What follows belongs to an exercise in optimizing a design on an open flow for small area, a short achievable clock period and few clock cycles per item; a production flow would make more cautious choices. At most, simulation tests tie the RTL to the original design; equivalence was not proved. For runs 1 to 4, only the layout was checked, not whether the RTL still works. No activity file was given, so power comes from the tool's default toggle rates.

===== flow/constraint.sdc =====
create_clock -name core_clock -period 11.0 [get_ports {i_clk}]
set_input_delay 2.2000 -clock core_clock [delete_from_list [all_inputs] [get_ports {i_clk}]]
set_output_delay 2.2000 -clock core_clock [all_outputs]
set_load 0.01 [all_outputs]

===== flow/config.mk =====
export PLATFORM = sky130hd
export DESIGN_NAME = archive_block_cipher
export DESIGN_NICKNAME = archive_block_cipher
export VERILOG_FILES = /design/flow/design.v
export SDC_FILE = /design/flow/constraint.sdc
export NUM_CORES = 4
export LEC_CHECK = 0
export CAP_MARGIN = 20
export CORE_MARGIN = 2
export CORE_UTILIZATION = 30
export SLEW_MARGIN = 20
export SYNTH_MEMORY_MAX_BITS = 16384

===== flow/run.sh =====
#!/bin/bash
# synth_recipe.tcl (not shown) runs the flow's synth.tcl, then flattens the netlist and writes it again
# the make line also repeats each setting of config.mk as NAME=value (left out here)
make -C /OpenROAD-flow-scripts/flow DESIGN_CONFIG=/design/flow/config.mk WORK_HOME=/design/flow/orfs CLKGATE_MAP_FILE= SYNTH_SCRIPT=/design/flow/synth_recipe.tcl finish

===== flow/design.v =====
`timescale 1ns / 1ps
package abc_pkg;
    typedef logic [31:0] t_word;
    localparam logic CFG_KEY  = 1'b0;
    localparam logic CFG_MODE = 1'b1;
    localparam t_word SEED_TWO_INIT = 32'hEEEE_EEEE;
    localparam logic [21:0] LCG_MOD = 22'h2A_AAAB;
    function automatic t_word tail_table_p3(input logic [3:0] idx);
        case (idx)
            4'd0: tail_table_p3 = 32'hA7BF92D3;  
            4'd1: tail_table_p3 = 32'h3D750222;  
            4'd2: tail_table_p3 = 32'hBADCE7F8;  
            4'd3: tail_table_p3 = 32'h2F316025;  
            4'd4: tail_table_p3 = 32'hF32F1336;  
            4'd5: tail_table_p3 = 32'hC4101122;  
            4'd6: tail_table_p3 = 32'h420B949C;  
            4'd7: tail_table_p3 = 32'h8F931ABB;  
            4'd8: tail_table_p3 = 32'h3B4E9FB6;  
            4'd9: tail_table_p3 = 32'h64821378;  
            4'd10: tail_table_p3 = 32'h0FB5560F;  
            4'd11: tail_table_p3 = 32'h83BDA8A0;  
            4'd12: tail_table_p3 = 32'h99F82E07;  
            4'd13: tail_table_p3 = 32'h30930D05;  
            4'd14: tail_table_p3 = 32'h6149809F;  
            4'd15: tail_table_p3 = 32'h7303286F;  
            default: tail_table_p3 = 32'h0;
        endcase
    endfunction
    function automatic logic [21:0] jump_table(input logic [5:0] j);
        case (j)
            6'd0: jump_table = 22'h13193A;
            6'd1: jump_table = 22'h0B83E8;
            6'd2: jump_table = 22'h0D2DE5;
            6'd3: jump_table = 22'h20C777;
            6'd4: jump_table = 22'h29E30B;
            6'd5: jump_table = 22'h186002;
            6'd6: jump_table = 22'h249E51;
            6'd7: jump_table = 22'h07754B;
            6'd8: jump_table = 22'h09693E;
            6'd9: jump_table = 22'h0F72DE;
            6'd10: jump_table = 22'h0220C9;
            6'd11: jump_table = 22'h084CE0;
            6'd12: jump_table = 22'h0AC8BB;
            6'd13: jump_table = 22'h1A05A6;
            6'd14: jump_table = 22'h184BAA;
            6'd15: jump_table = 22'h21C283;
            6'd16: jump_table = 22'h0836EE;
            6'd17: jump_table = 22'h0207FE;
            6'd18: jump_table = 22'h13599C;
            6'd19: jump_table = 22'h00FF90;
            6'd20: jump_table = 22'h1E33A7;
            6'd21: jump_table = 22'h293103;
            6'd22: jump_table = 22'h228DD1;
            6'd23: jump_table = 22'h018DDE;
            6'd24: jump_table = 22'h0AB5B6;
            6'd25: jump_table = 22'h08291C;
            6'd26: jump_table = 22'h26CA6E;
            6'd27: jump_table = 22'h0CE676;
            6'd28: jump_table = 22'h10D39E;
            6'd29: jump_table = 22'h0635C3;
            6'd30: jump_table = 22'h0429F1;
            6'd31: jump_table = 22'h20F72D;
            6'd32: jump_table = 22'h132175;
            6'd33: jump_table = 22'h2554CE;
            6'd34: jump_table = 22'h23A3EA;
            6'd35: jump_table = 22'h015B32;
            6'd36: jump_table = 22'h14B214;
            6'd37: jump_table = 22'h17835B;
            6'd38: jump_table = 22'h206725;
            6'd39: jump_table = 22'h0715A8;
            6'd40: jump_table = 22'h1983D1;
            6'd41: jump_table = 22'h23E3AB;
            6'd42: jump_table = 22'h0726FF;
            6'd43: jump_table = 22'h1AC9C0;
            6'd44: jump_table = 22'h269438;
            6'd45: jump_table = 22'h18D8B5;
            6'd46: jump_table = 22'h14C260;
            6'd47: jump_table = 22'h017CD7;
            6'd48: jump_table = 22'h098BCC;
            6'd49: jump_table = 22'h230498;
            6'd50: jump_table = 22'h0CC157;
            6'd51: jump_table = 22'h156CD9;
            6'd52: jump_table = 22'h1753FA;
            6'd53: jump_table = 22'h0F4680;
            6'd54: jump_table = 22'h26DAFB;
            6'd55: jump_table = 22'h19A161;
            6'd56: jump_table = 22'h14A4B7;
            6'd57: jump_table = 22'h035DB4;
            6'd58: jump_table = 22'h16C3FF;
            6'd59: jump_table = 22'h01A5A7;
            6'd60: jump_table = 22'h28E837;
            6'd61: jump_table = 22'h1C41DE;
            6'd62: jump_table = 22'h071C9F;
            6'd63: jump_table = 22'h1FB009;
            default: jump_table = 22'h0;
        endcase
    endfunction
endpackage
`timescale 1ns / 1ps
module archive_block_cipher (
    input  logic        i_clk,
    input  logic        i_rst_n,
    input  logic        i_cfg_wr_en,
    input  logic        i_cfg_index,
    input  logic [31:0] i_cfg_data,
    input  logic        i_in_valid,
    output logic        o_in_stall,
    input  logic [31:0] i_data_word,
    input  logic        i_last,
    output logic        o_out_valid,
    input  logic        i_out_stall,
    output logic [31:0] o_result_word,
    output logic        o_last_out
);
    logic [31:0] r_key;
    logic        r_mode;
    logic        r_stall;
    logic        r_nstart;
    logic        r_out_v, r_out_l;
    logic [31:0] r_out_d;
    logic        r_os_v, r_os_l;
    logic [31:0] r_os_d;
    logic [31:0] r_s1;
    logic [31:0] r_tk;
    logic [31:0] r_tk1;
    logic        eng_busy_n;
    logic [31:0] r_a;
    logic [31:0] r_b;
    logic        proc, out_free, os_v_n, key_wr;
    logic [31:0] s1_next, s1_nx;
    logic [31:0] tc;
    assign proc     = i_in_valid && !r_stall;
    assign out_free = !r_out_v || !i_out_stall;
    assign os_v_n   = !out_free && (r_os_v || proc);
    assign key_wr   = i_cfg_wr_en && (i_cfg_index == abc_pkg::CFG_KEY);
    always_ff @(posedge i_clk) begin
        if (!i_rst_n) begin
            r_key  <= '0;
            r_mode <= 1'b0;
        end else if (i_cfg_wr_en) begin
            if (i_cfg_index == abc_pkg::CFG_KEY) r_key  <= i_cfg_data;
            else                                 r_mode <= i_cfg_data[0];
        end
    end
    always_ff @(posedge i_clk) begin
        if (!i_rst_n) begin
            r_stall <= 1'b1;
        end else begin
            r_stall <= os_v_n || key_wr || eng_busy_n;
        end
    end
    assign o_in_stall = r_stall;
    assign s1_next = ((~r_s1 << 21) + 32'h1111_1111) | (r_s1 >> 11);
    always_comb begin
        if (proc)          s1_nx = i_last ? r_key : s1_next;
        else if (r_nstart) s1_nx = r_key;
        else               s1_nx = r_s1;
        tc = r_nstart ? r_tk1
                      : abc_pkg::tail_table_p3({r_s1[18:17], r_s1[14:13]});
    end
    always_ff @(posedge i_clk) begin
        if (!i_rst_n) begin
            r_nstart <= 1'b1;
        end else if (proc) begin
            r_nstart <= i_last;
        end
    end
    always_ff @(posedge i_clk) begin
        r_s1 <= s1_nx;
    end
    localparam logic [2:0] E_IDLE = 3'd0, E_LOAD = 3'd1, E_STEP = 3'd2,
                           E_RHI  = 3'd3, E_SLO  = 3'd4, E_RLO  = 3'd5;
    localparam logic [25:0] E_BIAS = 26'h200_000B;    
    logic [2:0]  r_est;
    logic        r_eph;
    logic [4:0]  r_ecnt;
    logic [25:0] r_es;
    logic [7:0]  e_idx;
    logic [9:0]  e_h125;
    logic [25:0] e_o1, e_o2, e_o3, e_o4, e_o5;
    logic [25:0] e_s1, e_c1, e_s2, e_c2, e_s3, e_c3, e_s4, e_c4, e_step;
    logic [25:0] e_km, e_sub, e_red;
    logic        e_borrow, e_last_red;
    assign e_idx = r_eph ? (8'h11 | r_key[18:11]) : r_key[7:0];
    always_comb begin
        case (r_es[25:23])
            3'd0: e_h125 = 10'd0;
            3'd1: e_h125 = 10'd125;
            3'd2: e_h125 = 10'd250;
            3'd3: e_h125 = 10'd375;
            3'd4: e_h125 = 10'd500;
            3'd5: e_h125 = 10'd625;
            3'd6: e_h125 = 10'd750;
            default: e_h125 = 10'd875;
        endcase
        e_o1 = {3'b0, r_es[15:0], 7'b0};
        e_o2 = ~{19'b0, r_es[22:16]};
        e_o3 = ~{3'b0, r_es[22:0]};
        e_o4 = ~{2'b0, r_es[22:0], 1'b0};
        e_o5 = ~{16'b0, e_h125};
        e_s1 = e_o1 ^ e_o2 ^ e_o3;
        e_c1 = ((e_o1 & e_o2) | (e_o1 & e_o3) | (e_o2 & e_o3)) << 1;
        e_s2 = e_o4 ^ e_o5 ^ E_BIAS;
        e_c2 = ((e_o4 & e_o5) | (e_o4 & E_BIAS) | (e_o5 & E_BIAS)) << 1;
        e_s3 = e_s1 ^ e_c1 ^ e_s2;
        e_c3 = ((e_s1 & e_c1) | (e_s1 & e_s2) | (e_c1 & e_s2)) << 1;
        e_s4 = e_s3 ^ e_c3 ^ e_c2;
        e_c4 = ((e_s3 & e_c3) | (e_s3 & e_c2) | (e_c3 & e_c2)) << 1;
        e_step = e_s4 + e_c4;
        e_km = {4'b0, abc_pkg::LCG_MOD} << (3'd4 - r_ecnt[2:0]);
        {e_borrow, e_sub} = {1'b0, r_es} - {1'b0, e_km};
        e_red = e_borrow ? r_es : e_sub;
        e_last_red = (r_ecnt[2:0] == 3'd4);
    end
    assign eng_busy_n = (r_est != E_IDLE) && !(r_est == E_RLO && e_last_red && r_eph);
    always_ff @(posedge i_clk) begin
        if (!i_rst_n || key_wr) begin
            r_est <= E_LOAD;
            r_eph <= 1'b0;
        end else begin
            case (r_est)
                E_LOAD: begin
                    r_es   <= {4'b0, abc_pkg::jump_table(e_idx[7:2])};
                    r_ecnt <= (e_idx[1:0] == 2'd0) ? 5'd0 : {e_idx[1:0], 1'b0} + {e_idx[1:0], 3'b0} - 5'd1;
                    r_est  <= (e_idx[1:0] == 2'd0) ? E_RHI : E_STEP;
                end
                E_STEP: begin
                    r_es   <= e_step;
                    r_ecnt <= r_ecnt - 5'd1;
                    if (r_ecnt == 5'd0) begin
                        r_ecnt <= 5'd0;
                        r_est  <= E_RHI;
                    end
                end
                E_RHI: begin
                    r_es   <= e_red;
                    r_ecnt <= r_ecnt + 5'd1;
                    if (e_last_red) begin
                        r_est <= E_SLO;
                        if (r_eph) r_tk1[31:16] <= e_red[15:0];
                        else       r_tk[31:16]  <= e_red[15:0];
                    end
                end
                E_SLO: begin
                    r_es   <= e_step;
                    r_ecnt <= 5'd0;
                    r_est  <= E_RLO;
                end
                E_RLO: begin
                    r_es   <= e_red;
                    r_ecnt <= r_ecnt + 5'd1;
                    if (e_last_red) begin
                        if (r_eph) r_tk1[15:0] <= e_red[15:0];
                        else       r_tk[15:0]  <= e_red[15:0];
                        r_eph <= 1'b1;
                        r_est <= r_eph ? E_IDLE : E_LOAD;
                    end
                end
                default: ;
            endcase
        end
    end
    logic [31:0] v_s, v_c, v;
    logic [31:0] res, p;
    logic [31:0] w1_s, w1_c, w2_s, w2_c, w3_s, w3_c, w;
    logic [31:0] a5, b5;
    always_comb begin
        v_s = r_s1 ^ r_a ^ r_b;
        v_c = ((r_s1 & r_a) | (r_s1 & r_b) | (r_a & r_b)) << 1;
        v   = v_s + v_c;
        res = i_data_word ^ v;
        p   = r_mode ? res : i_data_word;
        a5   = r_a << 5;
        b5   = {r_b[26:0], 3'b000, r_nstart, r_nstart};
        w1_s = r_a ^ r_b ^ a5;
        w1_c = ((r_a & r_b) | (r_a & a5) | (r_b & a5)) << 1;
        w2_s = w1_s ^ w1_c ^ b5;
        w2_c = ((w1_s & w1_c) | (w1_s & b5) | (w1_c & b5)) << 1;
        w3_s = w2_s ^ w2_c ^ tc;
        w3_c = ((w2_s & w2_c) | (w2_s & tc) | (w2_c & tc)) << 1;
        w    = w3_s + w3_c;
    end
    always_ff @(posedge i_clk) begin
        if (proc) begin
            r_a <= i_last ? r_tk : p;
            r_b <= i_last ? abc_pkg::SEED_TWO_INIT : w;
        end else if (r_nstart) begin
            r_a <= r_tk;
            r_b <= abc_pkg::SEED_TWO_INIT;
        end
    end
    always_ff @(posedge i_clk) begin
        if (!i_rst_n) begin
            r_out_v <= 1'b0;
            r_os_v  <= 1'b0;
        end else begin
            if (out_free) r_out_v <= r_os_v || proc;
            r_os_v <= os_v_n;
        end
    end
    always_ff @(posedge i_clk) begin
        if (out_free) begin
            r_out_d <= r_os_v ? r_os_d : res;
            r_out_l <= r_os_v ? r_os_l : i_last;
        end
        if (proc) begin
            r_os_d <= res;
            r_os_l <= i_last;
        end
    end
    assign o_out_valid   = r_out_v;
    assign o_result_word = r_out_d;
    assign o_last_out    = r_out_l;
endmodule

==> out/metrics.yaml, run 1 <==
power:
  p_leak_nw: 12.4
  ir_worst_vdd_mv: 0.184
  power.density_mw_per_mm2: 200
  p_total_mw: 6.05
floorplanning:
  start_util_pct: 30.4
  dieHeight_um: 301
  io_pins: 106
  rows: 108
  dieArea_mm2: 0.0907
  chipWidth_um: 301
  core_area_mm2: 0.0872
grt:
  grt_max_degree: 67
  antenna_found_initial: 4
  grt_pass1_vias: 19800
  grt_pass1_wl_um: 126000
  grt_util_all_layers_pct: 18.3
  overflow: 0
synthesis:
  yosys_warnings: 1
  ys_ff_latch: 330
  synthTopCellsByArea: "edfxtp_1 29%, fa_1 11%, ha_1 9.8%, dfxtp_1 5.5%, nand2_1 4.8%"
  synthFlopType: "edfxtp_1"
  synth_top_cell_area_share_pct: 29.1
  synth-seq-area-share_pct: 34.7
  synthCells: 2766
  async_flop_share_pct: 0
  yosys.area.top_type: "edfxtp_1"
  synth_edf_count: 257
  synth_fp_nets: 3194
  synth_area_per_cell_um2: 9.57
  syn_area_mm2: 0.0265
  ys_types: 81
sta:
  fin_crit_ns: 5.68
  slew_headroom_pct: 32.2
  fin_tns_setup_ns: 0
  maxSlewViolCount: 0
  finalHoldViolations: 0
  fmax_mhz: 176
  tightest_slew_ns: 1.02
  grt_setup_unrepaired: "false"
  fin_crit_sh_pct: 51.7
  setup_viol: 0
  fin_worst_skew_ns: 0.0433
routing:
  drt-pass1-iter-count: 6
  drt_iter0_markers: 2592
  avgRoutedWirePerCell_um: 20.9
  final_antenna_net_count: 0
  via_per_inst: 5.24
  wirelength_um: 83800
  drc: 0
  vias: 21000
cells_and_area:
  instances_no_fill: 4003
  antenna_cells: 0
  nNetsFinal: 3244
  area_delta_synth_final_pct: 13.9
  utilization_pct: 34.6
  drive_gt1_share_pct: 6.39
clock_network:
  cts_tree: "done"
  insertion_delay_ns: 0.62
  holdBufCountCts: 0
  numCtsBuffers: 40
  cts.path.max_buffers: 3
  post_cts_resized: 0
  cts_root_buf: "clkbuf_16"
  post-cts-setup-buffers: 0
  clk_pin_slew_ns: 0.06
  htree_levels: 2
  cts_sinks: 330
critical_path:
  ff2ff_setup_slack_ns: 5.32
  reg2reg_to: "r_es[15]"
  rr_worst_depth: 15
  cp_max_fo: 24
  worstPathArrival_ns: 6.12
  critPathKind: "reg2reg"
  r2r-start: "r_ecnt[0]"
  cp.required_ns: 11.43
  end_kind: "flip-flop"
  worstSetupStartpointType: "flip-flop"
flow_run:
  drv_cap: 0
hold_path:
  hold_depth: 2
  min-delay-path-class: "reg2reg"
  hold_path_startpoint: "r_key[20]"
  worstHoldEndpoint: "r_key[20]"
place:
  hpwlAfterDp_um: 64100
  dp.cells: 3929
  place_congestion: 0.914
  io_buffers: 105
run_status:
  run_status: "finished clean"
-- critical path, stage by stage (launching register included) --
cell and delay [ns]:
edfxtp_1 0.69, inv_1 0.37, ha_1 0.38, ha_1 0.44, or2_2 0.37, fa_1 0.43, a211o_1 0.31, a21oi_2 0.18
o21a_1 0.15, nor3_1 0.07, o31ai_2 0.41, nand3_1 0.14, a31o_2 0.48, mux2i_1 0.80, a21oi_1 0.16, a21oi_1 0.15
-- state kept, by name, summed over array words and instances, names as in the netlist, 3 cells and up, named ones only --
register	cells
r_out_d	32
r_est	3
r_ecnt	5
r_key	32
r_a	32
r_tk1	32
r_s1	32
r_es	26
r_b	32
r_os_d	32
r_tk	32
-- per-layer routing --
layer / vias to the layer above / track usage [%] / wire length [µm]
li1: 9783 / - / -
met1: 10100 / 26.6 / 37300
met2: 1002 / 28.0 / 36700
met3: 120 / 3.46 / 7810
met4: 0 / 4.55 / 1970
met5: - / 0 / 0
-- synth_stat cells, types with 18 or more instances --
cell	count
a211oi_1	40
a21boi_0	37
a21o_1	48
a21oi_1	191
a311oi_1	18
a31oi_1	31
clkbuf_1	105
dfxtp_1	73
edfxtp_1	257
fa_1	149
ha_1	208
inv_1	288
mux2_2	44
mux2i_1	72
nand2_1	341
nand2b_1	30
nand3_1	45
nor2_1	147
nor3_1	38
o211ai_1	24
o21a_1	20
o21ai_0	168
xnor2_1	104
xor2_1	64
-- power breakdown --
part / internal (mW) / switching, mW / total, mW
Clock: 0.794 / 0.592 / 1.39
Combinational: 1.26 / 1.75 / 3.02
Sequential: 1.52 / 0.122 / 1.64
-- per-stage QoR --
step | worst slack [ns] | area [µm²] | hold slack [ns]
floorplan | 1.95 | 26500 | 0.438
global placement | 5.03 | 28800 | 0.447
detailed placement | 5.02 | 28800 | 0.452
CTS | 5.41 | 30200 | 0.460
global route | 5.00 | 30200 | 0.486
finish | 5.32 | 30200 | 0.455
-- kinds of logic after synthesis --
group,synth area share (%)
compound gates,17.1
xor+xnor,5.62
fa+ha+maj,21.1
buf+inv,5.97
flops,34.7
mux,4.70
simple gates,10.9
-- how the worst max path moves through the flow --
stage                     startpoint        end  slack, ns  cells past startpoint
after floorplan           i_in_valid  flip-flop       1.95                      8
after global placement    i_in_valid  flip-flop       5.03                     11
after detailed placement  i_in_valid  flip-flop       5.02                     11
after CTS                  r_ecnt[0]   r_es[15]       5.41                     15
after global routing       r_ecnt[0]   r_es[15]       5.00                     15
final                      r_ecnt[0]   r_es[15]       5.32                     15
-- cell type report --
class                   count  area (µm²)
clock inverters            19         244
inverters                 290        1090
repair buffers            134        1260
flip-flops and latches    330        9180
fillers                  8866       57000
multi-input cells        2020       15800
clock buffers              55        1150
well taps                1155        1450
-- cell usage in the layout (no fill, tap or decap), types with 45 or more instances in the layout --
master / count
nand2_1: 341
inv_1: 288
edfxtp_1: 257
ha_1: 208
a21oi_1: 190
o21ai_0: 168
fa_1: 149
nor2_1: 146
xnor2_1: 104
clkdlybuf4s50_1: 104
dfxtp_1: 71
mux2i_1: 70
xor2_1: 63
a21o_1: 48
nand3_1: 45
==> run 2, diff against run 1 <==
==> flow/flow/run.sh (new file) <==
#!/bin/bash
# Standard ORFS layout (the standard.sh), with timing repair asked to leave
# more setup slack than the default so that it works on paths under the period.
set -euo pipefail
export SETUP_SLACK_MARGIN=${MARGIN:-6.5}
bash standard.sh > flow_make.log 2>&1
==> flow/standard.sh (new file) <==
#!/bin/bash
# synth_recipe.tcl (not shown) runs the flow's synth.tcl, then flattens the netlist and writes it again
# the make line also repeats each setting of config.mk as NAME=value (left out here)
make -C /OpenROAD-flow-scripts/flow DESIGN_CONFIG=/design/flow/config.mk WORK_HOME=/design/flow/orfs CLKGATE_MAP_FILE= SYNTH_SCRIPT=/design/flow/synth_recipe.tcl "${@:-finish}"
removed: flow/run.sh
==> run 2 against run 1 <==
Critical path depth up 2. Worst hold slack better by 0.0083 ns. Register-to-register slack better by 0.91 ns. First-iteration DRC count down 2.5%. Die area unchanged. Routed wire length up 4.1%. Count of clock-buffer cells in the layout down 7. Total power up 9.8%. Core utilization up 1.8 points. Sequential power about the same. Largest power group unchanged.
==> out/metrics.yaml, run 2 <==
grt:
  overflow: 0  # unchanged
  grt_util_all_layers_pct: 18.7  # +0.41 points
  grt_pass1_wl_um: 128000  # +1.9%
  grt_pass1_vias: 20200  # +2.4%
  antenna_found_initial: 3  # -1
  grt_max_degree: 91  # +36%
clock_network:
  insertion_delay_ns: 0.58  # -0.04 ns
  cts_sinks: 330  # unchanged
  clk_pin_slew_ns: 0.07  # about the same
  htree_levels: 2  # unchanged
  cts.path.max_buffers: 3  # unchanged
  numCtsBuffers: 37  # -7.5%
  cts_root_buf: "clkbuf_16"
  cts_tree: "done"
power:
  ir_worst_vdd_mv: 0.203  # +10%
  power.density_mw_per_mm2: 209  # +4.4%
  p_leak_nw: 12.9  # +4.1%
routing:
  wirelength_um: 87200  # +4.1%
  drt_iter0_markers: 2526  # -2.5%
  drc: 0  # unchanged
  avgRoutedWirePerCell_um: 21.3  # +2.0%
  final_antenna_net_count: 0  # unchanged
  vias: 21600  # +2.9%
  drt-pass1-iter-count: 5  # -1
  via_per_inst: 5.29  # +0.85%
synthesis:
  yosysMostFrequentCell: "nand2_1"
  synthFlopType: "edfxtp_1"
  synthMuxAreaShare_pct: 4.70  # unchanged
  synthAdderAreaFrac_pct: 21.1  # unchanged
  async_flop_share_pct: 0  # unchanged
  synth_edf_count: 257  # unchanged
  ys_ff_latch: 330  # unchanged
  ys_types: 81  # unchanged
  synth_top_cell_area_share_pct: 29.1  # unchanged
  synth-seq-area-share_pct: 34.7  # unchanged
  synthTopCellsByArea: "edfxtp_1 29%, fa_1 11%, ha_1 9.8%, dfxtp_1 5.5%, nand2_1 4.8%"
  synth_area_per_cell_um2: 9.57  # unchanged
  synth_fp_nets: 3194  # unchanged
  ys_top_cells_by_count: "341 x nand2_1, 288 x inv_1, 257 x edfxtp_1"
  synth_simple_gate_area_share_pct: 10.9  # unchanged
  synthCells: 2766  # unchanged
  synth_top_family_by_area: "adder cells"
  yosys_warnings: 1  # unchanged
  yosys.area.top_type: "edfxtp_1"
  syn_area_mm2: 0.0265  # unchanged
  synth_compound_area_share_pct: 17.1  # unchanged
  synthXorXnorAreaFrac_pct: 5.62  # unchanged
place:
  io_buffers: 105  # unchanged
  place_congestion: 0.943  # +3.2%
  hpwlAfterDp_um: 64400  # +0.50%
  postPlaceCellArea_mm2: 0.0289  # +0.36%
cells_and_area:
  final_area_mm2: 0.0317  # +5.3%
  fill_cells: 8824  # -0.47%
  nNetsFinal: 3330  # +2.7%
  drive_gt1_share_pct: 13.2  # +6.8 points
  antenna_cells: 0  # unchanged
  final_common_cell: "nand2_1"
  area_delta_synth_final_pct: 19.9
  layout_common_cells: "336 x nand2_1, 279 x inv_1, 257 x edfxtp_1"
critical_path:
  critPathKind: "reg2reg"
  worstSetupStartpointType: "flip-flop"
  cp.required_ns: 11.31  # -0.12 ns
  worstPathArrival_ns: 5.09  # -1.03 ns
  end_kind: "flip-flop"
  cp_max_fo: 6  # -75%
run_status:
  run_status: "finished clean"
floorplanning:
  core_area_mm2: 0.0872  # unchanged
  dieHeight_um: 301  # unchanged
  io_pins: 106  # unchanged
  dieArea_mm2: 0.0907  # unchanged
  rows: 108  # unchanged
  chipWidth_um: 301  # unchanged
  start_util_pct: 30.4  # unchanged
sta:
  fin_crit_sh_pct: 43.4  # -8.2 points
  fmax_mhz: 209  # +19%
  finalHoldViolations: 0  # unchanged
  maxSlewViolCount: 0  # unchanged
  setup_viol: 0  # unchanged
  grt_setup_unrepaired: "true"
  fin_worst_skew_ns: 0.0301  # -0.0132 ns
  slew_headroom_pct: 27.4  # -4.8 points
  fin_tns_setup_ns: 0  # unchanged
  tightest_slew_ns: 1.09  # +0.0697 ns
  fin_crit_ns: 4.78  # -0.906 ns
hold_path:
  min-delay-path-class: "reg2reg"
flow_run:
  drv_cap: 0  # unchanged
[run 2: cell counts after synthesis]
Identical to the previous run, type by type.
[run 2: area by class of cell]
| class | instances | area (µm²) | share of cell area [%] |
|---|---|---|---|
| multi-input cells | 2025 | 16700 | 52.7 |
| repair inverters | 1 | 7.51 | 0.0236 |
| clock inverters | 19 | 268 | 0.843 |
| clock buffers | 48 | 1030 | 3.24 |
| well taps | 1155 | 1450 | 4.55 |
| flip-flops and latches | 330 | 9180 | 28.9 |
| repair buffers | 217 | 1970 | 6.20 |
| inverters | 290 | 1100 | 3.46 |
[run 2: cells by family (layout without fill, tap and decap cells)]
logic type | Yosys count | count (layout)
multiplexers | 118 | 118
adder cells (fa/ha/maj) | 357 | 357
AO/OA/AOI/OAI | 707 | 710
buffers and inverters | 416 | 575
flip-flops | 330 | 330
XOR/XNOR | 169 | 169
AND/OR/NAND/NOR | 669 | 671
[run 2: power by group]
part | internal (mW) | switching (mW)
Clock | 0.787 | 0.559
Sequential | 1.52 | 0.105
Combinational | 1.65 | 2.02
Total | 3.96 | 2.68
[run 2: metrics by stage]
step                      std cells  setup slack [ns]  util, %  total power, mW  hold WS (ns)
final                          4085              6.22     36.4             6.64         0.463
after global routing           4085              6.15     36.4             7.06         0.495
after CTS                      4042              6.13     35.5             6.26         0.465
after detailed placement       3926              5.15     33.1             4.60         0.457
after global placement         3926              5.13     33.1             4.57         0.452
after floorplan                2766              6.32        -             3.80         0.438
[run 2: worst paths after layout]
path,from,to,slack (ns),depth (start not counted)
worst max-delay path,r_es[24],r_es[23],6.22,17
worst min-delay path,r_key[30],r_key[30],0.46,2
worst max register to register,r_es[24],r_es[23],6.22,17
worst min register to register,r_key[30],r_key[30],0.46,2
[run 2: layer usage]
metal  up-vias  track usage (%)  wire [µm]
met5         -                0          0
met4         0             5.77       3000
met3       150             2.98       7580
met2       996             28.1      37500
met1     10500             27.5      39100
li1       9971                -          -
[run 2: timing repair]
item / CTS / global route
hold buffers: 0 / 0
endpoints found under the setup margin: 251 / 99
resized for setup: 80 / 85
setup buffers: 46 / 39
pin swaps: 34 / 66
cloned: 3 / 4
[run 2: worst max-delay path: stages (launching register included)]
cell       delay, ns
edfxtp_1        0.48
buf_6           0.18
xnor2_1         0.17
ha_1            0.27
fa_1            0.51
inv_1           0.05
fa_1            0.54
ha_4            0.23
a211oi_4        0.27
o21ai_1         0.13
a31oi_2         0.26
o41ai_4         0.11
a311o_2         0.40
a2111oi_4       0.33
o21bai_1        0.12
a21oi_1         0.19
xor2_1          0.18
o22ai_1         0.08
==> run 3, diff against run 2 <==
--- a/flow/design.v
+++ b/flow/design.v
@@ -5,27 +5,24 @@
     localparam logic CFG_MODE = 1'b1;
     localparam t_word SEED_TWO_INIT = 32'hEEEE_EEEE;
     localparam logic [21:0] LCG_MOD = 22'h2A_AAAB;
-    function automatic t_word tail_table_p3(input logic [3:0] idx);
-        case (idx)
-            4'd0: tail_table_p3 = 32'hA7BF92D3;  
-            4'd1: tail_table_p3 = 32'h3D750222;  
-            4'd2: tail_table_p3 = 32'hBADCE7F8;  
-            4'd3: tail_table_p3 = 32'h2F316025;  
-            4'd4: tail_table_p3 = 32'hF32F1336;  
-            4'd5: tail_table_p3 = 32'hC4101122;  
-            4'd6: tail_table_p3 = 32'h420B949C;  
-            4'd7: tail_table_p3 = 32'h8F931ABB;  
-            4'd8: tail_table_p3 = 32'h3B4E9FB6;  
-            4'd9: tail_table_p3 = 32'h64821378;  
-            4'd10: tail_table_p3 = 32'h0FB5560F;  
-            4'd11: tail_table_p3 = 32'h83BDA8A0;  
-            4'd12: tail_table_p3 = 32'h99F82E07;  
-            4'd13: tail_table_p3 = 32'h30930D05;  
-            4'd14: tail_table_p3 = 32'h6149809F;  
-            4'd15: tail_table_p3 = 32'h7303286F;  
-            default: tail_table_p3 = 32'h0;
-        endcase
-    endfunction
+    localparam logic [511:0] TAIL_TABLE_P3 = {
+        32'h7303286F,  
+        32'h6149809F,  
+        32'h30930D05,  
+        32'h99F82E07,  
+        32'h83BDA8A0,  
+        32'h0FB5560F,  
+        32'h64821378,  
+        32'h3B4E9FB6,  
+        32'h8F931ABB,  
+        32'h420B949C,  
+        32'hC4101122,  
+        32'hF32F1336,  
+        32'h2F316025,  
+        32'hBADCE7F8,  
+        32'h3D750222,  
+        32'hA7BF92D3   
+    };
     function automatic logic [21:0] jump_table(input logic [5:0] j);
         case (j)
             6'd0: jump_table = 22'h13193A;
@@ -156,7 +153,7 @@
         else if (r_nstart) s1_nx = r_key;
         else               s1_nx = r_s1;
         tc = r_nstart ? r_tk1
-                      : abc_pkg::tail_table_p3({r_s1[18:17], r_s1[14:13]});
+                      : abc_pkg::TAIL_TABLE_P3[{r_s1[18:17], r_s1[14:13]} * 32 +: 32];
     end
     always_ff @(posedge i_clk) begin
         if (!i_rst_n) begin
@@ -170,15 +167,16 @@
     end
     localparam logic [2:0] E_IDLE = 3'd0, E_LOAD = 3'd1, E_STEP = 3'd2,
                            E_RHI  = 3'd3, E_SLO  = 3'd4, E_RLO  = 3'd5;
-    localparam logic [25:0] E_BIAS = 26'h200_000B;    
+    localparam logic [25:0] E_BIAS = 26'h200_0007 + 26'h3 - 26'h80_0000 - 26'h100_0000 - 26'h400;
     logic [2:0]  r_est;
     logic        r_eph;
     logic [4:0]  r_ecnt;
+    logic [4:0]  r_rsel;
     logic [25:0] r_es;
     logic [7:0]  e_idx;
-    logic [9:0]  e_h125;
-    logic [25:0] e_o1, e_o2, e_o3, e_o4, e_o5;
-    logic [25:0] e_s1, e_c1, e_s2, e_c2, e_s3, e_c3, e_s4, e_c4, e_step;
+    logic [9:0]  e_h125, e_x;
+    logic [25:0] e_o1, e_o2, e_o3, e_o4;
+    logic [25:0] e_s1, e_c1, e_s2, e_c2, e_s3, e_c3, e_step;
     logic [25:0] e_km, e_sub, e_red;
     logic        e_borrow, e_last_red;
     assign e_idx = r_eph ? (8'h11 | r_key[18:11]) : r_key[7:0];
@@ -193,24 +191,26 @@
             3'd6: e_h125 = 10'd750;
             default: e_h125 = 10'd875;
         endcase
+        e_x  = {3'b0, r_es[22:16]} + e_h125;
         e_o1 = {3'b0, r_es[15:0], 7'b0};
-        e_o2 = ~{19'b0, r_es[22:16]};
-        e_o3 = ~{3'b0, r_es[22:0]};
-        e_o4 = ~{2'b0, r_es[22:0], 1'b0};
-        e_o5 = ~{16'b0, e_h125};
+        e_o2 = {3'b0, ~r_es[22:0]};
+        e_o3 = {2'b0, ~r_es[22:0], 1'b1};
+        e_o4 = {16'b0, ~e_x};
         e_s1 = e_o1 ^ e_o2 ^ e_o3;
         e_c1 = ((e_o1 & e_o2) | (e_o1 & e_o3) | (e_o2 & e_o3)) << 1;
-        e_s2 = e_o4 ^ e_o5 ^ E_BIAS;
-        e_c2 = ((e_o4 & e_o5) | (e_o4 & E_BIAS) | (e_o5 & E_BIAS)) << 1;
-        e_s3 = e_s1 ^ e_c1 ^ e_s2;
-        e_c3 = ((e_s1 & e_c1) | (e_s1 & e_s2) | (e_c1 & e_s2)) << 1;
-        e_s4 = e_s3 ^ e_c3 ^ e_c2;
-        e_c4 = ((e_s3 & e_c3) | (e_s3 & e_c2) | (e_c3 & e_c2)) << 1;
-        e_step = e_s4 + e_c4;
-        e_km = {4'b0, abc_pkg::LCG_MOD} << (3'd4 - r_ecnt[2:0]);
+        e_s2 = e_s1 ^ e_c1 ^ e_o4;
+        e_c2 = ((e_s1 & e_c1) | (e_s1 & e_o4) | (e_c1 & e_o4)) << 1;
+        e_s3 = e_s2 ^ e_c2 ^ E_BIAS;
+        e_c3 = ((e_s2 & e_c2) | (e_s2 & E_BIAS) | (e_c2 & E_BIAS)) << 1;
+        e_step = e_s3 + e_c3;
+        e_km = ({26{r_rsel[0]}} & ({4'b0, abc_pkg::LCG_MOD} << 4))
+             | ({26{r_rsel[1]}} & ({4'b0, abc_pkg::LCG_MOD} << 3))
+             | ({26{r_rsel[2]}} & ({4'b0, abc_pkg::LCG_MOD} << 2))
+             | ({26{r_rsel[3]}} & ({4'b0, abc_pkg::LCG_MOD} << 1))
+             | ({26{r_rsel[4]}} &  {4'b0, abc_pkg::LCG_MOD});
         {e_borrow, e_sub} = {1'b0, r_es} - {1'b0, e_km};
         e_red = e_borrow ? r_es : e_sub;
-        e_last_red = (r_ecnt[2:0] == 3'd4);
+        e_last_red = r_rsel[4];
     end
     assign eng_busy_n = (r_est != E_IDLE) && !(r_est == E_RLO && e_last_red && r_eph);
     always_ff @(posedge i_clk) begin
@@ -223,6 +223,7 @@
                     r_es   <= {4'b0, abc_pkg::jump_table(e_idx[7:2])};
                     r_ecnt <= (e_idx[1:0] == 2'd0) ? 5'd0 : {e_idx[1:0], 1'b0} + {e_idx[1:0], 3'b0} - 5'd1;
                     r_est  <= (e_idx[1:0] == 2'd0) ? E_RHI : E_STEP;
+                    r_rsel <= 5'b00001;
                 end
                 E_STEP: begin
                     r_es   <= e_step;
@@ -234,7 +235,7 @@
                 end
                 E_RHI: begin
                     r_es   <= e_red;
-                    r_ecnt <= r_ecnt + 5'd1;
+                    r_rsel <= {r_rsel[3:0], r_rsel[4]};
                     if (e_last_red) begin
                         r_est <= E_SLO;
                         if (r_eph) r_tk1[31:16] <= e_red[15:0];
@@ -243,12 +244,11 @@
                 end
                 E_SLO: begin
                     r_es   <= e_step;
-                    r_ecnt <= 5'd0;
                     r_est  <= E_RLO;
                 end
                 E_RLO: begin
                     r_es   <= e_red;
-                    r_ecnt <= r_ecnt + 5'd1;
+                    r_rsel <= {r_rsel[3:0], r_rsel[4]};
                     if (e_last_red) begin
                         if (r_eph) r_tk1[15:0] <= e_red[15:0];
                         else       r_tk[15:0]  <= e_red[15:0];
==> flow/run.sh (new file) <==
#!/bin/bash
# synth_recipe.tcl (not shown) runs the flow's synth.tcl, then flattens the netlist and writes it again
# the make line also repeats each setting of config.mk as NAME=value (left out here)
make -C /OpenROAD-flow-scripts/flow DESIGN_CONFIG=/design/flow/config.mk WORK_HOME=/design/flow/orfs CLKGATE_MAP_FILE= SYNTH_SCRIPT=/design/flow/synth_recipe.tcl finish
removed: flow/flow/run.sh
removed: flow/standard.sh
==> run 3 against run 2 <==
Worst hold slack got worse by 0.0049 ns. Area after synthesis fell by 4.3%. Combinational power down 19%. Sequential share of layout area rose by 1.1 points. Largest power group unchanged. Largest cell class unchanged. Clock skew grew 0.0024 ns. Non-clock buffer count shrank 81.
==> out/metrics.yaml, run 3 <==
run_status:
  run_status: "finished clean"
cells_and_area:
  instances_no_fill: 3882  # -5.0%
  area_delta_synth_final_pct: 14.0
  multiInputGateArea_mm2: 0.0152  # -9.2%
  drive_gt1_share_pct: 6.48  # -6.7 points
  fill_cells: 8582  # -2.7%
  nNetsFinal: 3126  # -6.1%
  antenna_cells: 0  # unchanged
  layout_common_cells: "334 x nand2_1, 273 x inv_1, 262 x edfxtp_1"
  final_common_cell: "nand2_1"
  seqCellArea_mm2: 0.00869  # -5.4%
floorplanning:
  rows: 106  # -1.9%
  dieHeight_um: 295  # -2.1%
  dieArea_mm2: 0.0868  # -4.2%
  io_pins: 106  # unchanged
  chipWidth_um: 295  # -2.1%
  start_util_pct: 30.3  # -0.092 points
  core_area_mm2: 0.0837  # -4.0%
synthesis:
  synth_top_cell_area_share_pct: 31.0  # +1.9 points
  async_flop_share_pct: 0  # unchanged
  synth_simple_gate_area_share_pct: 12.0  # +1.1 points
  synthAdderAreaFrac_pct: 20.9  # -0.20 points
  synthCells: 2672  # -3.4%
  synth_edf_count: 262  # +1.9%
  yosys_warnings: 1  # unchanged
  ys_types: 86  # +6.2%
  synth_top_family_by_area: "adder cells"
  synth_area_per_cell_um2: 9.49  # -0.90%
  yosys.area.top_type: "edfxtp_1"
  ys_ff_latch: 303  # -8.2%
  yosysMostFrequentCell: "nand2_1"
  synthMuxAreaShare_pct: 3.27  # -1.4 points
  synth_fp_nets: 3079  # -3.6%
  synthFlopType: "edfxtp_1"
  synth_compound_area_share_pct: 18.0  # +0.91 points
  synthXorXnorAreaFrac_pct: 5.50  # -0.12 points
  ys_top_cells_by_count: "335 x nand2_1, 274 x inv_1, 262 x edfxtp_1"
  synthTopCellsByArea: "edfxtp_1 31%, fa_1 11%, ha_1 9.5%, nand2_1 5.0%, inv_1 4.1%"
  synth-seq-area-share_pct: 34.3  # -0.39 points
  syn_area_mm2: 0.0253  # -4.3%
sta:
  grt_setup_unrepaired: "false"
  fin_crit_sh_pct: 53.0  # +9.5 points
  finalHoldViolations: 0  # unchanged
  fin_crit_ns: 5.83  # +1.05 ns
  slew_headroom_pct: 31.9  # +4.6 points
  fmax_mhz: 172  # -18%
  maxSlewViolCount: 0  # unchanged
  fin_worst_skew_ns: 0.0325  # +0.00236 ns
  tightest_slew_ns: 1.02  # -0.0645 ns
  fin_tns_setup_ns: 0  # unchanged
  finalWorstSetupSlack_ns: 5.17  # -1.05 ns
  setup_viol: 0  # unchanged
routing:
  drc: 0  # unchanged
  drt_iter0_markers: 1683  # -33%
  via_per_inst: 5.10  # -3.6%
  met1Wirelength_um: 34100  # -13%
  final_antenna_net_count: 0  # unchanged
  met2_length_um: 36100  # -3.6%
  wl_met3_um: 4030  # -47%
  drt-pass1-iter-count: 9  # +4
  vias: 19800  # -8.4%
  wirelength_um: 76700  # -12%
  highest_layer: "met4"
  avgRoutedWirePerCell_um: 19.8  # -7.4%
clock_network:
  holdBufCountCts: 0  # unchanged
  numCtsBuffers: 38  # +2.7%
  clk_pin_slew_ns: 0.06  # about the same
  cts_sinks: 303  # -8.2%
  htree_levels: 2  # unchanged
  post_cts_resized: 0  # -100%
  cts.path.max_buffers: 3  # unchanged
  insertion_delay_ns: 0.58  # about the same
  post-cts-setup-buffers: 0  # -100%
  cts_tree: "done"
  cts_root_buf: "clkbuf_16"
critical_path:
  cpMaxStageDelayCell: "a2111oi_0"
  cp_max_fo: 8  # +2
  critPathKind: "reg2reg"
  path_cells: "ha_1 -> fa_1 -> a21oi_1 -> nor2_1 -> nor2_1 -> o21bai_1 -> a21oi_1 -> nor2b_1 -> nor3_1 -> mux2i_1 -> fa_1 -> ha_1 -> ha_1 -> a21oi_1 -> nand2_1 -> o21ai_0 -> o31ai_1 -> a2111oi_0 -> o31ai_1 -> a31oi_1 -> xor2_1 -> o22ai_1"
  cp_num_buf_inv: 0  # -2
  worstPathArrival_ns: 6.11  # +1.02 ns
  r2r-start: "r_es[23]"
  reg2reg_to: "r_es[24]"
  worstSetupStartpointType: "flip-flop"
  rr_worst_depth: 22  # +5
  cpPeakStageDelay_ns: 0.63  # +0.09 ns
  end_kind: "flip-flop"
  ff2ff_setup_slack_ns: 5.17  # -1.05 ns
  critical_path.top_delay_family: "compound AO/OA/AOI/OAI gates"
  cp.required_ns: 11.28  # -0.03 ns
grt:
  grt_pass1_vias: 19400  # -4.4%
  antenna_found_initial: 0  # -3
  grt_max_degree: 73  # -20%
  overflow: 0  # unchanged
  grt_pass1_wl_um: 118000  # -8.1%
  grt_util_all_layers_pct: 17.7  # -1.1 points
power:
  p_total_mw: 5.77  # -13%
  switching_share_pct: 40.1  # -0.33 points
  seq_power_share_pct: 26.3  # +1.9 points
  power_frac_comb_pct: 51.6  # -3.7 points
  clkPwrFrac_pct: 22.1  # +1.8 points
  power.density_mw_per_mm2: 200  # -4.5%
  ir_worst_vdd_mv: 0.164  # -19%
  p_int_mw: 3.46  # -13%
  p_leak_nw: 11.6  # -10%
  switching_power_mw: 2.31  # -14%
place:
  io_buffers: 105  # unchanged
  hpwlAfterDp_um: 58100  # -9.8%
  dp.cells: 3813  # -2.9%
  place_congestion: 0.914  # -3.1%
  place_ws_ns: 5.30  # +0.147 ns
flow_run:
  drv_cap: 0  # unchanged
hold_path:
  hold_depth: 2  # unchanged
  min-delay-path-class: "reg2reg"
  hold_path_startpoint: "r_key[8]"
  worstHoldEndpoint: "r_key[8]"
-- run 3: how the worst max path moves through the flow --
stage / depth (start not counted) / startpoint / endpoint / slack, ns
global route: 22 / r_es[23] / r_es[24] / 4.57
finish: 22 / r_es[23] / r_es[24] / 5.17
global placement: 22 / r_es[23] / r_es[24] / 5.32
CTS: 22 / r_es[23] / r_es[24] / 5.24
detailed placement: 21 / r_es[23] / r_es[24] / 5.30
floorplan: 3 / i_in_valid / r_a[0] / 4.68
-- run 3: cells by family (layout without fill, tap and decap cells) --
kind of cell / Yosys count / count (layout)
AO/OA/AOI/OAI: 714 / 714
XOR/XNOR: 156 / 156
adder cells (fa/ha/maj): 337 / 337
buffers and inverters: 404 / 480
flip-flops: 303 / 303
multiplexers: 77 / 77
AND/OR/NAND/NOR: 681 / 681
-- run 3: layout make-up --
cell class | count | share of cell area (%)
Sequential cell | 303 | 30.1
Timing Repair Buffer | 136 | 4.44
Multi-Input combinational cell | 1965 | 52.6
Tap cell | 1134 | 4.91
Clock buffer | 45 | 3.42
Clock inverter | 24 | 0.952
Inverter | 275 | 3.58
-- run 3: stage by stage --
stage / instance area (µm²) / utilization (%) / hold WS (ns)
after global placement: 27600 / 33.0 / 0.449
after CTS: 28900 / 34.5 / 0.460
after floorplan: 25300 / - / 0.438
final: 28900 / 34.5 / 0.458
after global routing: 28900 / 34.5 / 0.487
after detailed placement: 27600 / 33.0 / 0.452
-- run 3: power groups by stage --
| stage | Sequential (mW) | Clock (mW) | Combinational (mW) |
|---|---|---|---|
| finish | 1.52 | 1.27 | 2.98 |
| global route | 1.53 | 1.34 | 3.37 |
| CTS | 1.52 | 1.30 | 2.97 |
| detailed placement | 1.55 | 0 | 2.95 |
| global placement | 1.55 | 0 | 2.95 |
| floorplan | 1.51 | 0 | 2.21 |
-- run 3: routing by layer --
metal | track usage, % | vias up
met1 | 23.9 | 9556
met3 | 2.07 | 109
met4 | 5.45 | 0
met5 | 0 | -
met2 | 29.5 | 618
li1 | - | 9508
-- run 3: tightest hold or removal path: cells and delay by family (launching register included) --
kind,cells,cell delay [ns]
and+or+nand+nor,1,0.05
DFF,1,0.30
AOI/OAI and AO/OA,1,0.06
==> run 4, diff against run 3 <==
==> flow/flow/run.sh (new file) <==
#!/bin/bash
# Standard ORFS layout (the standard.sh), with timing repair asked to leave
# more setup slack than the default so that it works on paths under the period.
set -euo pipefail
export SETUP_SLACK_MARGIN=${MARGIN:-6.8}
bash standard.sh > flow_make.log 2>&1
==> flow/standard.sh (new file) <==
#!/bin/bash
# synth_recipe.tcl (not shown) runs the flow's synth.tcl, then flattens the netlist and writes it again
# the make line also repeats each setting of config.mk as NAME=value (left out here)
make -C /OpenROAD-flow-scripts/flow DESIGN_CONFIG=/design/flow/config.mk WORK_HOME=/design/flow/orfs CLKGATE_MAP_FILE= SYNTH_SCRIPT=/design/flow/synth_recipe.tcl "${@:-finish}"
removed: flow/run.sh
==> run 4 against run 3 <==
Still clean on timing, DRC and antenna. Global-route usage grew 0.64 points. Flip-flop and latch count is the same. Final cell count grew 2.1%. Routed wire length grew 5.4%. Sequential power is essentially flat. Setup slack gained 0.81 ns. Critical path type unchanged. Largest cell class unchanged. Largest power group unchanged.
==> out/metrics.yaml, run 4 <==
critical_path:
  critPathKind: "reg2reg"
  end_kind: "flip-flop"
  reg2reg_to: "r_es[14]"
  r2r-start: "r_es[25]"
  ff2ff_setup_slack_ns: 5.98  # +0.81 ns
  cp.required_ns: 11.29  # about the same
  rr_worst_depth: 24  # +9.1%
  cp_max_fo: 6  # -2
  worstPathArrival_ns: 5.31  # -0.80 ns
  worstSetupStartpointType: "flip-flop"
sta:
  finalHoldViolations: 0  # unchanged
  setup_viol: 0  # unchanged
  fin_crit_ns: 5.02  # -0.807 ns
  grt_setup_unrepaired: "true"
  fin_crit_sh_pct: 45.6  # -7.3 points
  worst_hold_slack_ns: 0.463  # +0.00482 ns
  fmax_mhz: 199  # +16%
  fin_tns_setup_ns: 0  # unchanged
  fin_worst_skew_ns: 0.0132  # -0.0193 ns
  slew_headroom_pct: 33.2  # +1.3 points
  maxSlewViolCount: 0  # unchanged
  tightest_slew_ns: 0.981  # -0.0399 ns
synthesis:
  synth_area_per_cell_um2: 9.49  # unchanged
  synthFlopType: "edfxtp_1"
  yosys.area.top_type: "edfxtp_1"
  ys_top_cells_by_count: "335 x nand2_1, 274 x inv_1, 262 x edfxtp_1"
  yosysMostFrequentCell: "nand2_1"
  synth_top_cell_area_share_pct: 31.0  # unchanged
  ys_types: 86  # unchanged
  synth_edf_count: 262  # unchanged
  synth_fp_nets: 3079  # unchanged
  synth-seq-area-share_pct: 34.3  # unchanged
  synthCells: 2672  # unchanged
  ys_ff_latch: 303  # unchanged
  yosys_warnings: 1  # unchanged
  async_flop_share_pct: 0  # unchanged
  synthTopCellsByArea: "edfxtp_1 31%, fa_1 11%, ha_1 9.5%, nand2_1 5.0%, inv_1 4.1%"
  syn_area_mm2: 0.0253  # unchanged
grt:
  grt_pass1_wl_um: 122000  # +3.7%
  overflow: 0  # unchanged
  grt_util_all_layers_pct: 18.3  # +0.64 points
  grt_pass1_vias: 19900  # +2.6%
  grt_max_degree: 64  # -12%
  antenna_found_initial: 0  # unchanged
hold_path:
  hold_depth: 2  # unchanged
  hold_path_startpoint: "r_key[8]"
  min-delay-path-class: "reg2reg"
  worstHoldEndpoint: "r_key[8]"
power:
  ir_worst_vdd_mv: 0.244  # +49%
  switching_power_mw: 2.86  # +23%
  p_int_mw: 4.10  # +19%
  seq_power_share_pct: 21.8  # -4.5 points
  power.density_mw_per_mm2: 227  # +14%
  switching_share_pct: 41.0  # +0.96 points
  power_frac_comb_pct: 61.6  # +10 points
  p_leak_nw: 12.2  # +5.2%
  clkPwrFrac_pct: 16.7  # -5.4 points
cells_and_area:
  final_area_mm2: 0.0307  # +6.1%
  antenna_cells: 0  # unchanged
  area_delta_synth_final_pct: 21.0
  instances_no_fill: 3965  # +2.1%
  nNetsFinal: 3212  # +2.8%
  final_common_cell: "nand2_1"
  drive_gt1_share_pct: 14.4  # +8.0 points
  layout_common_cells: "331 x nand2_1, 264 x inv_1, 262 x edfxtp_1"
routing:
  vias: 20700  # +4.4%
  via_per_inst: 5.21  # +2.2%
  drt-pass1-iter-count: 6  # -3
  wirelength_um: 80800  # +5.4%
  drc: 0  # unchanged
  avgRoutedWirePerCell_um: 20.4  # +3.2%
  final_antenna_net_count: 0  # unchanged
  drt_iter0_markers: 1911  # +14%
place:
  hpwlAfterDp_um: 58500  # +0.69%
  postPlaceCellArea_mm2: 0.0279  # +0.82%
  dp.cells: 3810  # -0.079%
  io_buffers: 105  # unchanged
  place_congestion: 0.947  # +3.5%
clock_network:
  cts_sinks: 303  # unchanged
  clk_pin_slew_ns: 0.06  # about the same
  insertion_delay_ns: 0.55  # -0.03 ns
  cts_root_buf: "clkbuf_16"
  cts.path.max_buffers: 3  # unchanged
  numCtsBuffers: 36  # -5.3%
  htree_levels: 2  # unchanged
  cts_tree: "done"
run_status:
  run_status: "finished clean"
floorplanning:
  io_pins: 106  # unchanged
  core_area_mm2: 0.0837  # unchanged
  start_util_pct: 30.3  # unchanged
  dieArea_mm2: 0.0868  # unchanged
  dieHeight_um: 295  # unchanged
  rows: 106  # unchanged
  chipWidth_um: 295  # unchanged
flow_run:
  drv_cap: 0  # unchanged
[run 4: metrics by stage]
step	power (mW)	setup WS, ns	util, %
floorplan	4.01	6.20	-
global placement	4.85	5.57	33.3
detailed placement	4.87	5.53	33.3
CTS	6.57	6.14	35.8
global route	7.42	5.77	36.6
finish	6.96	5.98	36.6
[run 4: how the worst max path moves through the flow]
stage                      startpoint  endpoint  slack, ns  depth (start not counted)
final                        r_es[25]  r_es[14]       5.98                         24
after global routing         r_es[23]  r_es[14]       5.77                         23
after CTS                    r_es[23]  r_es[14]       6.14                         21
after global placement     i_in_valid   r_a[30]       5.57                          7
after floorplan           i_cfg_index  r_tk1[0]       6.20                          5
after detailed placement   i_in_valid   r_b[20]       5.53                          7
[run 4: cells by family after synthesis]
group / after synthesis / synth area share [%]
flip-flops: 303 / 34.3
AND/OR/NAND/NOR: 681 / 12.0
AO/OA/AOI/OAI: 714 / 18.0
XOR/XNOR: 156 / 5.50
adder cells (fa/ha/maj): 337 / 20.9
buffers and inverters: 404 / 6.08
multiplexers: 77 / 3.27
[run 4: area by class of cell]
| type | count | area [µm²] |
|---|---|---|
| Fill cell | 8323 | 53000 |
| Multi-Input combinational cell | 1968 | 16300 |
| Sequential cell | 303 | 8690 |
| Timing Repair Buffer | 219 | 2050 |
| Tap cell | 1134 | 1420 |
| Inverter | 275 | 1040 |
| Clock buffer | 47 | 963 |
| Clock inverter | 17 | 151 |
| Timing Repair inverter | 2 | 10.0 |
[run 4: worst max-delay path, cell delays in order, from the launching register on]
cell and delay (ns):
edfxtp_1 0.51, nand2b_4 0.20, xnor2_2 0.14, ha_1 0.31
inv_2 0.09, nor2_1 0.07, nor2_2 0.13, o21bai_1 0.11
a21oi_2 0.16, nor2b_1 0.07, nor3_2 0.18, mux2i_1 0.25
fa_1 0.48, ha_4 0.27, ha_4 0.18, a21oi_4 0.13
nand2_2 0.08, o21ai_4 0.21, buf_4 0.14, nor2_1 0.03
o21a_1 0.19, o41a_1 0.34, xor2_1 0.15, mux2i_1 0.22
a21oi_1 0.10
[run 4: metal layers]
metal | vias up | part of all wire [%] | track usage (%)
met2 | 742 | 47 | 30.4
met5 | - | 0 | 0
met4 | 0 | 4.0 | 6.25
met1 | 10100 | 43 | 24.9
li1 | 9678 | - | -
met3 | 158 | 5.8 | 1.86
[run 4: repair_timing]
item	CTS	global route
pin swaps	75	49
hold endpoints to repair	0	0
setup endpoints to repair	198	76
setup buffers	53	33
gates resized for setup	115	90
hold buffers	0	0
cloned	4	1
[run 4: power by group through the flow]
stage,Combinational [mW],Clock [mW],Sequential (mW)
finish,4.29,1.16,1.52
CTS,3.87,1.18,1.52
global placement,3.30,0,1.54
detailed placement,3.32,0,1.54
floorplan,2.49,0,1.51
global route,4.68,1.22,1.53
==> run 5, diff against run 4 <==
--- a/flow/design.v
+++ b/flow/design.v
@@ -167,35 +167,27 @@
     end
     localparam logic [2:0] E_IDLE = 3'd0, E_LOAD = 3'd1, E_STEP = 3'd2,
                            E_RHI  = 3'd3, E_SLO  = 3'd4, E_RLO  = 3'd5;
-    localparam logic [25:0] E_BIAS = 26'h200_0007 + 26'h3 - 26'h80_0000 - 26'h100_0000 - 26'h400;
+    localparam logic [25:0] E_BIAS = 26'h200_0007 + 26'h2 - 26'h3FF - 26'h80_0000 - 26'h100_0000;
     logic [2:0]  r_est;
     logic        r_eph;
     logic [4:0]  r_ecnt;
     logic [4:0]  r_rsel;
-    logic [25:0] r_es;
+    logic [25:0] r_es;      
+    logic [25:0] e_next;
+    logic        e_run;
     logic [7:0]  e_idx;
-    logic [9:0]  e_h125, e_x;
+    logic [4:0]  e_h3;
     logic [25:0] e_o1, e_o2, e_o3, e_o4;
     logic [25:0] e_s1, e_c1, e_s2, e_c2, e_s3, e_c3, e_step;
     logic [25:0] e_km, e_sub, e_red;
     logic        e_borrow, e_last_red;
     assign e_idx = r_eph ? (8'h11 | r_key[18:11]) : r_key[7:0];
     always_comb begin
-        case (r_es[25:23])
-            3'd0: e_h125 = 10'd0;
-            3'd1: e_h125 = 10'd125;
-            3'd2: e_h125 = 10'd250;
-            3'd3: e_h125 = 10'd375;
-            3'd4: e_h125 = 10'd500;
-            3'd5: e_h125 = 10'd625;
-            3'd6: e_h125 = 10'd750;
-            default: e_h125 = 10'd875;
-        endcase
-        e_x  = {3'b0, r_es[22:16]} + e_h125;
-        e_o1 = {3'b0, r_es[15:0], 7'b0};
-        e_o2 = {3'b0, ~r_es[22:0]};
-        e_o3 = {2'b0, ~r_es[22:0], 1'b1};
-        e_o4 = {16'b0, ~e_x};
+        e_h3 = {2'b0, r_es[25:23]} + {1'b0, r_es[25:23], 1'b0};
+        e_o1 = {3'b0, r_es[15:0], 2'b0, e_h3};
+        e_o2 = {16'b0, ~r_es[25:16]};
+        e_o3 = {3'b0, ~r_es[22:0]};
+        e_o4 = {2'b0, ~r_es[22:0], 1'b1};
         e_s1 = e_o1 ^ e_o2 ^ e_o3;
         e_c1 = ((e_o1 & e_o2) | (e_o1 & e_o3) | (e_o2 & e_o3)) << 1;
         e_s2 = e_s1 ^ e_c1 ^ e_o4;
@@ -212,6 +204,15 @@
         e_red = e_borrow ? r_es : e_sub;
         e_last_red = r_rsel[4];
     end
+    assign r_es  = r_os_d[25:0];
+    assign e_run = (r_est != E_IDLE);
+    always_comb begin
+        case (r_est)
+            E_LOAD:         e_next = {4'b0, abc_pkg::jump_table(e_idx[7:2])};
+            E_STEP, E_SLO:  e_next = e_step;
+            default:        e_next = e_red;
+        endcase
+    end
     assign eng_busy_n = (r_est != E_IDLE) && !(r_est == E_RLO && e_last_red && r_eph);
     always_ff @(posedge i_clk) begin
         if (!i_rst_n || key_wr) begin
@@ -220,13 +221,11 @@
         end else begin
             case (r_est)
                 E_LOAD: begin
-                    r_es   <= {4'b0, abc_pkg::jump_table(e_idx[7:2])};
                     r_ecnt <= (e_idx[1:0] == 2'd0) ? 5'd0 : {e_idx[1:0], 1'b0} + {e_idx[1:0], 3'b0} - 5'd1;
                     r_est  <= (e_idx[1:0] == 2'd0) ? E_RHI : E_STEP;
                     r_rsel <= 5'b00001;
                 end
                 E_STEP: begin
-                    r_es   <= e_step;
                     r_ecnt <= r_ecnt - 5'd1;
                     if (r_ecnt == 5'd0) begin
                         r_ecnt <= 5'd0;
@@ -234,7 +233,6 @@
                     end
                 end
                 E_RHI: begin
-                    r_es   <= e_red;
                     r_rsel <= {r_rsel[3:0], r_rsel[4]};
                     if (e_last_red) begin
                         r_est <= E_SLO;
@@ -243,11 +241,9 @@
                     end
                 end
                 E_SLO: begin
-                    r_es   <= e_step;
                     r_est  <= E_RLO;
                 end
                 E_RLO: begin
-                    r_es   <= e_red;
                     r_rsel <= {r_rsel[3:0], r_rsel[4]};
                     if (e_last_red) begin
                         if (r_eph) r_tk1[15:0] <= e_red[15:0];
@@ -303,8 +299,12 @@
             r_out_d <= r_os_v ? r_os_d : res;
             r_out_l <= r_os_v ? r_os_l : i_last;
         end
-        if (proc) begin
+        if (e_run) begin
+            r_os_d[25:0] <= e_next;
+        end else if (proc) begin
             r_os_d <= res;
+        end
+        if (proc) begin
             r_os_l <= i_last;
         end
     end
==> flow/flow/run.sh (replaced) <==
#!/bin/bash
# Standard ORFS layout (the standard.sh), with timing repair asked to leave
# more setup slack than the default so that it works on paths under the period.
set -euo pipefail
export SETUP_SLACK_MARGIN=${MARGIN:-6.5}
bash standard.sh > flow_make.log 2>&1
==> run 5 against run 4 <==
Setup slack improved by 0.12 ns. Sequential power increased by 4%. Via count is 3.2% higher. Maximum frequency rose by 2.4%. Total power up 49%.
==> out/metrics.yaml, run 5 <==
place:
  hpwlAfterDp_um: 65600  # +12%
  place_congestion: 0.940  # -0.64%
  postPlaceCellArea_mm2: 0.0270  # -3.0%
  io_buffers: 105  # unchanged
  place_ws_ns: 5.54  # +0.0135 ns
sta:
  setup_viol: 0  # unchanged
  fin_tns_setup_ns: 0  # unchanged
  fin_crit_sh_pct: 44.6  # -1.1 points
  grt_setup_unrepaired: "true"
  fin_crit_ns: 4.90  # -0.119 ns
  finalHoldViolations: 0  # unchanged
  finalWorstSetupSlack_ns: 6.10  # +0.119 ns
  slew_headroom_pct: 18.5  # -15 points
  maxSlewViolCount: 0  # unchanged
  fmax_mhz: 204  # +2.4%
  worst_hold_slack_ns: 0.465  # +0.00161 ns
  tightest_slew_ns: 1.19  # +0.207 ns
  fin_worst_skew_ns: 0.0201  # +0.00689 ns
critical_path:
  cp.required_ns: 11.27  # -0.02 ns
  worstPathArrival_ns: 5.17  # -0.14 ns
  critPathKind: "reg2reg"
  end_kind: "flip-flop"
  cp_max_fo: 3  # -3
  worstSetupStartpointType: "flip-flop"
clock_network:
  htree_levels: 2  # unchanged
  clk_pin_slew_ns: 0.06  # about the same
  cts.path.max_buffers: 3  # unchanged
  holdBufCountCts: 0  # unchanged
  numCtsBuffers: 35  # -2.8%
  cts_tree: "done"
  cts_root_buf: "clkbuf_16"
  cts_sinks: 277  # -8.6%
  insertion_delay_ns: 0.55  # about the same
cells_and_area:
  drive_gt1_share_pct: 10.6  # -3.8 points
  antenna_cells: 0  # unchanged
  area_delta_synth_final_pct: 18.4
  fill_cells: 8393  # +0.84%
  nNetsFinal: 3229  # +0.53%
  final_common_cell: "nand2_1"
  layout_common_cells: "336 x nand2_1, 250 x inv_1, 236 x edfxtp_1"
  final_area_mm2: 0.0293  # -4.3%
synthesis:
  synthTopCellsByArea: "edfxtp_1 29%, fa_1 11%, ha_1 9.9%, nand2_1 5.1%, o21ai_0 4.2%"
  yosysMostFrequentCell: "nand2_1"
  synth-seq-area-share_pct: 31.9  # -2.4 points
  synth_area_per_cell_um2: 9.11  # -4.0%
  syn_area_mm2: 0.0248  # -2.3%
  synthCells: 2721  # +1.8%
  ys_types: 90  # +4.7%
  yosys.area.top_type: "edfxtp_1"
  synth_edf_count: 236  # -9.9%
  ys_top_cells_by_count: "339 x nand2_1, 257 x inv_1, 236 x edfxtp_1"
  synth_fp_nets: 3124  # +1.5%
  synth_top_cell_area_share_pct: 28.6  # -2.4 points
  synthFlopType: "edfxtp_1"
  async_flop_share_pct: 0  # unchanged
  ys_ff_latch: 277  # -8.6%
  yosys_warnings: 1  # unchanged
hold_path:
  min-delay-path-class: "reg2reg"
grt:
  grt_util_all_layers_pct: 20.1  # +1.8 points
  overflow: 0  # unchanged
  grt_pass1_wl_um: 129000  # +5.5%
  grt_max_degree: 66  # +3.1%
  antenna_found_initial: 2  # +2
  grt_pass1_vias: 20300  # +2.2%
floorplanning:
  dieArea_mm2: 0.0849  # -2.2%
  dieHeight_um: 291  # -1.1%
  chipWidth_um: 291  # -1.1%
  core_area_mm2: 0.0820  # -2.0%
  rows: 105  # -0.94%
  io_pins: 106  # unchanged
  start_util_pct: 30.2  # -0.069 points
flow_run:
  drv_cap: 0  # unchanged
routing:
  wirelength_um: 87800  # +8.6%
  drc: 0  # unchanged
  via_per_inst: 5.44  # +4.4%
  vias: 21300  # +3.2%
  final_antenna_net_count: 0  # unchanged
  drt_iter0_markers: 2253  # +18%
  drt-pass1-iter-count: 6  # unchanged
  avgRoutedWirePerCell_um: 22.4  # +9.9%
power:
  switching_power_mw: 5.12  # +79%
  p_leak_nw: 12.0  # -2.2%
  power_frac_comb_pct: 72.9  # +11 points
  power.density_mw_per_mm2: 354  # +56%
  clkPwrFrac_pct: 11.9  # -4.8 points
  p_total_mw: 10.4  # +49%
  switching_share_pct: 49.3  # +8.2 points
  seq_power_share_pct: 15.2  # -6.6 points
  ir_worst_vdd_mv: 0.449  # +84%
  p_int_mw: 5.27  # +28%
run_status:
  run_status: "finished clean"
## run 5: routing by layer
layer  GRT usage [%]  part of all wire [%]  up-vias
met2            32.0                    45      960
met3            2.90                   8.0      152
met4            7.69                   4.4        2
met5               0                 0.015        -
li1                -                     -     9860
met1            27.5                    43    10400
## run 5: repair_timing
action	in CTS	in global routing
gates resized for setup	43	94
pin swaps	22	41
setup endpoints to repair	95	92
cloned	2	2
buffers inserted	31	35
hold endpoints to repair	0	0
## run 5: path summary, 6_finish.rpt
path | startpoint | end | slack [ns] | cells past startpoint
min | r_key[28] | r_key[28] | 0.46 | 2
max | r_os_d[24] | r_os_d[18] | 6.10 | 18
max reg2reg | r_os_d[24] | r_os_d[18] | 6.10 | 18
min reg2reg | r_key[28] | r_key[28] | 0.46 | 2
## run 5: kinds of logic after synthesis
logic type / share of synthesized area [%]
DFF: 31.9
adders and majority gates: 20.9
AOI/OAI and AO/OA: 20.3
xor gates and xnor gates: 5.50
buffers and inverters: 6.15
muxes: 2.44
and+or+nand+nor: 12.8
## run 5: worst max-delay path, stage by stage (launching register included)
cell and delay [ns]:
edfxtp_1 0.46, ha_2 0.22, fa_1 0.48, inv_1 0.05, fa_1 0.48, inv_1 0.05, fa_1 0.52, ha_4 0.21
ha_4 0.16, fa_2 0.39, a211oi_4 0.30, o21ai_2 0.10, a41o_1 0.25, a21oi_4 0.19, o31ai_4 0.10, a31oi_1 0.17
xnor2_1 0.15, a22oi_1 0.24, a22oi_1 0.10
## run 5: layout make-up
class	instances	area (µm²)	area share [%]
timing repair buffer	207	1900	6.46
clock inverter	16	176	0.601
timing repair inverter	2	12.5	0.0426
clock buffer	46	1040	3.56
tap	1070	1340	4.56
inverter	259	985	3.36
multi-input combinational	2044	16000	54.5
sequential	277	7910	27.0
## run 5: power by group through the flow
stage | sequential (mW) | combinational (mW) | clock (mW)
floorplan | 1.52 | 4.76 | 0
global placement | 1.60 | 6.55 | 0
detailed placement | 1.60 | 6.56 | 0
CTS | 1.58 | 6.88 | 1.25
global route | 1.59 | 8.31 | 1.28
finish | 1.58 | 7.58 | 1.23
## run 5: metrics by stage
stage                     utilization (%)  instances
after floorplan                         -       2721
final                                35.8       3921
after global routing                 35.8       3921
after global placement               33.0       3789
after CTS                            34.9       3884
after detailed placement             33.0       3789
Testbench counts of run 5, summed over its fixed seeds: cycles 8,628, items 8,192.

## afterwards: timing with drivers on the ports
The flow's constraints put no driver on any port. The routed layouts listed below were extracted and timed again, unchanged, in two steps. Step 1 assumes that a clkbuf_16 drives the clock port and a buf_2 every other input. Step 2 moves the port delays by t, midway between the first and last clock arrival at a register: inputs arrive t later, outputs are due t later. That takes back most of the time a late clock gives input paths. Three values: no drivers, after step 1, after step 2; two values: the first two.
run	shift t [ns]	setup slack, ns	clock arrival spread, ns
run 1	0.662	5.315 / 5.315 / 4.939	0.044 / 0.044
run 2	0.627	6.221 / 6.221 / 6.060	0.031 / 0.030
run 3	0.625	5.174 / 5.174 / 5.174	0.033 / 0.033
run 4	0.597	5.981 / 5.981 / 5.981	0.016 / 0.016
run 5	0.603	6.099 / 6.099 / 6.099	0.021 / 0.021
After both steps every run listed still meets setup and hold. The setup slack of run 1, which loses most, moves by 0.000 ns with the drivers and by -0.376 ns with both steps.
